This design comes from an exercise in tuning for small area and a short achievable clock period on the open sky130 flow, not from production work. In this exercise RTL edits were held to simulation tests only and were not proved equivalent to the original. Power is estimated from default activity; no workload was simulated.

==> flow/design.v (excerpt) <==
module mem_responder #(
  parameter int ADDR_BITS  = 6,
  parameter int RD_LATENCY = 1
) (
  input  logic                 clock,
  input  logic                 reset,
  input  logic [31:0]          Address,
  input  logic                 Wr,
  input  logic [31:0]          Datain,
  output logic [31:0]          Dataout,
  output logic                 rd_valid,
  output logic                 addr_err,
  input  logic                 ld_en,
  input  logic [ADDR_BITS-1:0] ld_addr,
  input  logic [31:0]          ld_data,
  output logic                 ld_clash
);
  localparam int ROWS = 1 << (ADDR_BITS - 2);
  localparam int RB   = ADDR_BITS - 2;
  localparam int NH   = ROWS / 8;    
  logic [7:0] bank [4][ROWS];
  function automatic logic [4*ROWS-1:0] row_selects(input logic [RB-1:0] row, input logic [1:0] off,
                                                     input logic en);
    logic [ROWS-1:0] dec;
    logic [ROWS-1:0] dec_nx;
    for (int r = 0; r < ROWS; r++) begin
      dec[r]    = en & (row == RB'(r));
      dec_nx[r] = en & (row == RB'(r - 1));
    end
    for (int b = 0; b < 4; b++)
      row_selects[b*ROWS +: ROWS] = (2'(b) < off) ? dec_nx : dec;
  endfunction
  logic [3:0][ROWS-1:0] rd_sel;
  logic [3:0][3:0]      rot_sel;    
  logic [31:0]          rd_word;
  assign rd_sel = row_selects(Address[ADDR_BITS-1:2], Address[1:0], 1'b1);
  always_comb begin
    for (int k = 0; k < 4; k++)
      for (int b = 0; b < 4; b++)
  ...
For scale: about 1600 cells after synthesis, roughly 550 flip-flops, roughly 140 I/O pins, about 0.023 mm2 of cells after synthesis.
Settings: LEC_CHECK=0, ABC_AREA=1, CAP_MARGIN=20, CELL_PAD_IN_SITES_DETAIL_PLACEMENT=1, CELL_PAD_IN_SITES_GLOBAL_PLACEMENT=2, CORE_MARGIN=2, CORE_UTILIZATION=30, CTS_BUF_LIST=sky130_fd_sc_hd__clkbuf_8, CTS_CLUSTER_DIAMETER=80, CTS_CLUSTER_SIZE=12, SETUP_SLACK_MARGIN=2.6, SLEW_MARGIN=20, SYNTH_HIERARCHICAL=1, SYNTH_MINIMUM_KEEP_SIZE=0; clock period 5.0 ns.
standard.sh (not shown) runs the stock make flow with config.mk's settings and CLKGATE_MAP_FILE= SYNTH_SCRIPT=/design/flow/synth_recipe.tcl, a recipe that flattens the netlist after the stock synthesis.
==> flow/flow/run.sh <==
#!/bin/bash
# Own layout flow: the standard ORFS flow, with
#  - extra ORFS make variables from flow/make_vars.txt (one NAME=VALUE per line),
#  - optionally, the ORFS make targets run one after another as flow/stages.txt lists them
#    (one per line: a target, then NAME=VALUE words that apply to that target only).
# Every tool's output goes to ORFS's own logs (orfs/logs/...); each make's output goes to
# flow_make_N.log in the folder this runs in.
set -euo pipefail
W=$(pwd)
F=$W/flow
{
  echo "proc abc {args} {"
  echo "  set i [lsearch -exact \$args -script]"
  echo "  if {\$i >= 0} { lset args [expr {\$i + 1}] {$F/abc.script} }"
  echo "  yosys abc {*}\$args"
  echo "}"
  cat "$W/synth_recipe.tcl"
} > "$W/own_synth.tcl"
vars=("SYNTH_SCRIPT=$W/own_synth.tcl")
if [[ -f $F/make_vars.txt ]]; then
  while IFS= read -r line; do
    [[ -z $line || $line == \#* ]] && continue
    vars+=("$line")
  done < "$F/make_vars.txt"
fi
n=0
if [[ -f $F/stages.txt ]]; then
  while read -r -a words; do
    [[ ${#words[@]} -eq 0 || ${words[0]} == \#* ]] && continue
    n=$((n + 1))
    bash "$W/standard.sh" "${vars[@]}" "${words[@]:1}" "${words[0]}" > "$W/flow_make_$n.log" 2>&1
  done < "$F/stages.txt"
else
  bash "$W/standard.sh" "${vars[@]}" finish > "$W/flow_make_1.log" 2>&1
fi
==> flow/flow/abc.script <==
strash
dch
map
topo
stime -c
==> flow/flow/make_vars.txt <==
MATCH_CELL_FOOTPRINT=0
BUFFER_PORTS_ARGS=-buffer_cell sky130_fd_sc_hd__buf_2
The starting point finished with timing, DRC and antenna clean.
==> next run, changes <==
==> flow/flow/abc.script (replaced) <==
&get -n
&st
&dch
&nf
&st
&syn2
&if -g -K 6
&synch2
&nf
&st
&syn2
&if -g -K 6
&synch2
&nf
&st
&syn2
&if -g -K 6
&synch2
&nf
&st
&syn2
&if -g -K 6
&synch2
&nf
&st
&syn2
&if -g -K 6
&synch2
&nf
&put
buffer -c
topo
stime -c
upsize -c
dnsize -c
--- a/flow/config.mk
+++ b/flow/config.mk
@@ -15,3 +15,3 @@
 export CTS_CLUSTER_DIAMETER = 80
-export CTS_CLUSTER_SIZE = 12
+export CTS_CLUSTER_SIZE = 16
 export SETUP_SLACK_MARGIN = 2.6
After rerunning: The new run finished clean. Design area climbs by a few percent. Synthesized area climbs by a few percent. Synthesized cell count drops by a few percent. Cell count drops by a few percent.
==> next run, changes <==
==> flow/flow/abc.script (replaced) <==
strash
dch
map
topo
stime -c
==> flow/flow/stages.txt (new file) <==
floorplan SETUP_SLACK_MARGIN=0
cts SETUP_SLACK_MARGIN=2.2
finish
Die area falls by a few percent.
Core utilization rises by 1.1 points.
Worst hold slack gains 47 ps.
Via count rises by roughly a tenth.
Sequential cell count does not change.
Critical path depth rises by 3.
Clock-buffer cell count falls by 4.
Cell area falls by a few percent.
Setup slack loses 40 ps.
Total power falls by a few percent.
Clock power falls by a few percent.
==> next run, changes <==
==> flow/flow/run.sh (replaced) <==
#!/bin/bash
# Own layout flow: the standard ORFS flow, with
#  - extra ORFS make variables from flow/make_vars.txt (one NAME=VALUE per line).
# Every tool's output goes to ORFS's own logs (orfs/logs/...) and the make output to flow_make.log.
set -euo pipefail
W=$(pwd)
F=$W/flow
{
  echo "proc abc {args} {"
  echo "  set i [lsearch -exact \$args -script]"
  echo "  if {\$i >= 0} { lset args [expr {\$i + 1}] {$F/abc.script} }"
  echo "  yosys abc {*}\$args"
  echo "}"
  cat "$W/synth_recipe.tcl"
} > "$W/own_synth.tcl"
vars=("SYNTH_SCRIPT=$W/own_synth.tcl")
if [[ -f $F/make_vars.txt ]]; then
  while IFS= read -r line; do
    [[ -z $line || $line == \#* ]] && continue
    vars+=("$line")
  done < "$F/make_vars.txt"
fi
bash "$W/standard.sh" "${vars[@]}" finish > "$W/flow_make.log" 2>&1
--- a/flow/config.mk
+++ b/flow/config.mk
@@ -9,6 +9,6 @@
 export CAP_MARGIN = 20
-export CELL_PAD_IN_SITES_DETAIL_PLACEMENT = 1
-export CELL_PAD_IN_SITES_GLOBAL_PLACEMENT = 2
+export CELL_PAD_IN_SITES_DETAIL_PLACEMENT = 0
+export CELL_PAD_IN_SITES_GLOBAL_PLACEMENT = 1
 export CORE_MARGIN = 2
-export CORE_UTILIZATION = 30
+export CORE_UTILIZATION = 45
 export CTS_BUF_LIST = sky130_fd_sc_hd__clkbuf_8
@@ -16,2 +16,3 @@
 export CTS_CLUSTER_SIZE = 16
+export PLACE_DENSITY = 0.75
 export SETUP_SLACK_MARGIN = 2.6
removed: flow/flow/stages.txt
Effect:
- The changed run finished clean
- global-route usage increases by 7.0 points
- final cell count decreases by roughly a tenth
- count of clock-buffer cells in the layout decreases by 1
- worst setup slack stays flat
- routed wire length decreases by roughly a tenth
- area after synthesis does not change
- via count increases slightly
- critical path depth increases by 1
- core utilization increases by 19 points
==> next run, changes <==
--- a/flow/flow/run.sh
+++ b/flow/flow/run.sh
@@ -2,4 +2,7 @@
 # Own layout flow: the standard ORFS flow, with
-#  - extra ORFS make variables from flow/make_vars.txt (one NAME=VALUE per line).
-# Every tool's output goes to ORFS's own logs (orfs/logs/...) and the make output to flow_make.log.
+#  - extra ORFS make variables from flow/make_vars.txt (one NAME=VALUE per line),
+#  - optionally, the ORFS make targets run one after another as flow/stages.txt lists them
+#    (one per line: a target, then NAME=VALUE words that apply to that target only).
+# Every tool's output goes to ORFS's own logs (orfs/logs/...); each make's output goes to
+# flow_make_N.log in the folder this runs in.
 set -euo pipefail
@@ -22,2 +25,11 @@
 fi
-bash "$W/standard.sh" "${vars[@]}" finish > "$W/flow_make.log" 2>&1
+n=0
+if [[ -f $F/stages.txt ]]; then
+  while read -r -a words; do
+    [[ ${#words[@]} -eq 0 || ${words[0]} == \#* ]] && continue
+    n=$((n + 1))
+    bash "$W/standard.sh" "${vars[@]}" "${words[@]:1}" "${words[0]}" > "$W/flow_make_$n.log" 2>&1
+  done < "$F/stages.txt"
+else
+  bash "$W/standard.sh" "${vars[@]}" finish > "$W/flow_make_1.log" 2>&1
+fi
==> flow/flow/stages.txt (new file) <==
cts SETUP_SLACK_MARGIN=2.4
finish SETUP_SLACK_MARGIN=2.7
--- a/flow/config.mk
+++ b/flow/config.mk
@@ -9,6 +9,6 @@
 export CAP_MARGIN = 20
-export CELL_PAD_IN_SITES_DETAIL_PLACEMENT = 0
-export CELL_PAD_IN_SITES_GLOBAL_PLACEMENT = 1
+export CELL_PAD_IN_SITES_DETAIL_PLACEMENT = 1
+export CELL_PAD_IN_SITES_GLOBAL_PLACEMENT = 2
 export CORE_MARGIN = 2
-export CORE_UTILIZATION = 45
+export CORE_UTILIZATION = 30
 export CTS_BUF_LIST = sky130_fd_sc_hd__clkbuf_8
@@ -16,3 +16,2 @@
 export CTS_CLUSTER_SIZE = 16
-export PLACE_DENSITY = 0.75
 export SETUP_SLACK_MARGIN = 2.6
Effect: Final cell count increases by 15%. Routed wire length increases by 14%. Synthesized cell count is unchanged. Cell area increases by 3.0%. Clock power increases by about 3%. Clock-buffer cell count increases by 2. Non-clock buffer count increases by 53.

[what the ideal ports hide]
Ports are ideal in the flow. The routed layouts listed here were re-timed in OpenROAD.
Step 1, drivers: a clkbuf_16 drives clock and a buf_2 each remaining input, both assumed.
Step 2 adds t to the input delays and takes it off the output delays; t is the mean of the earliest and latest rising clock arrival at the registers after step 1. Input paths then give back, and output paths get back, about the clock's delay inside the block.
a / b / c = ideal / step 1 / step 2; a / b = the first two.
run | shift t [ns] | setup WS [ns] | worst hold slack (ns) | worst setup path at the end
the first run | 0.728 | 2.567 / 2.567 / 1.839 | 0.256 / 0.218 / 0.744 | input to register
the second run | 0.697 | 2.598 / 2.562 / 1.865 | 0.222 / 0.202 / 0.764 | input to register
the third run | 0.705 | 2.558 / 2.464 / 1.760 | 0.269 / 0.245 / 0.785 | input to register
the fourth run | 0.692 | 2.559 / 2.538 / 1.846 | 0.249 / 0.222 / 0.724 | input to register
the fifth run | 0.700 | 2.648 / 2.645 / 1.945 | 0.597 / 0.567 / 0.769 | input to register
After both steps every run listed still meets setup and hold. The setup slack of the third run, which loses most, moves by -0.094 ns with the drivers and by -0.798 ns with both steps.
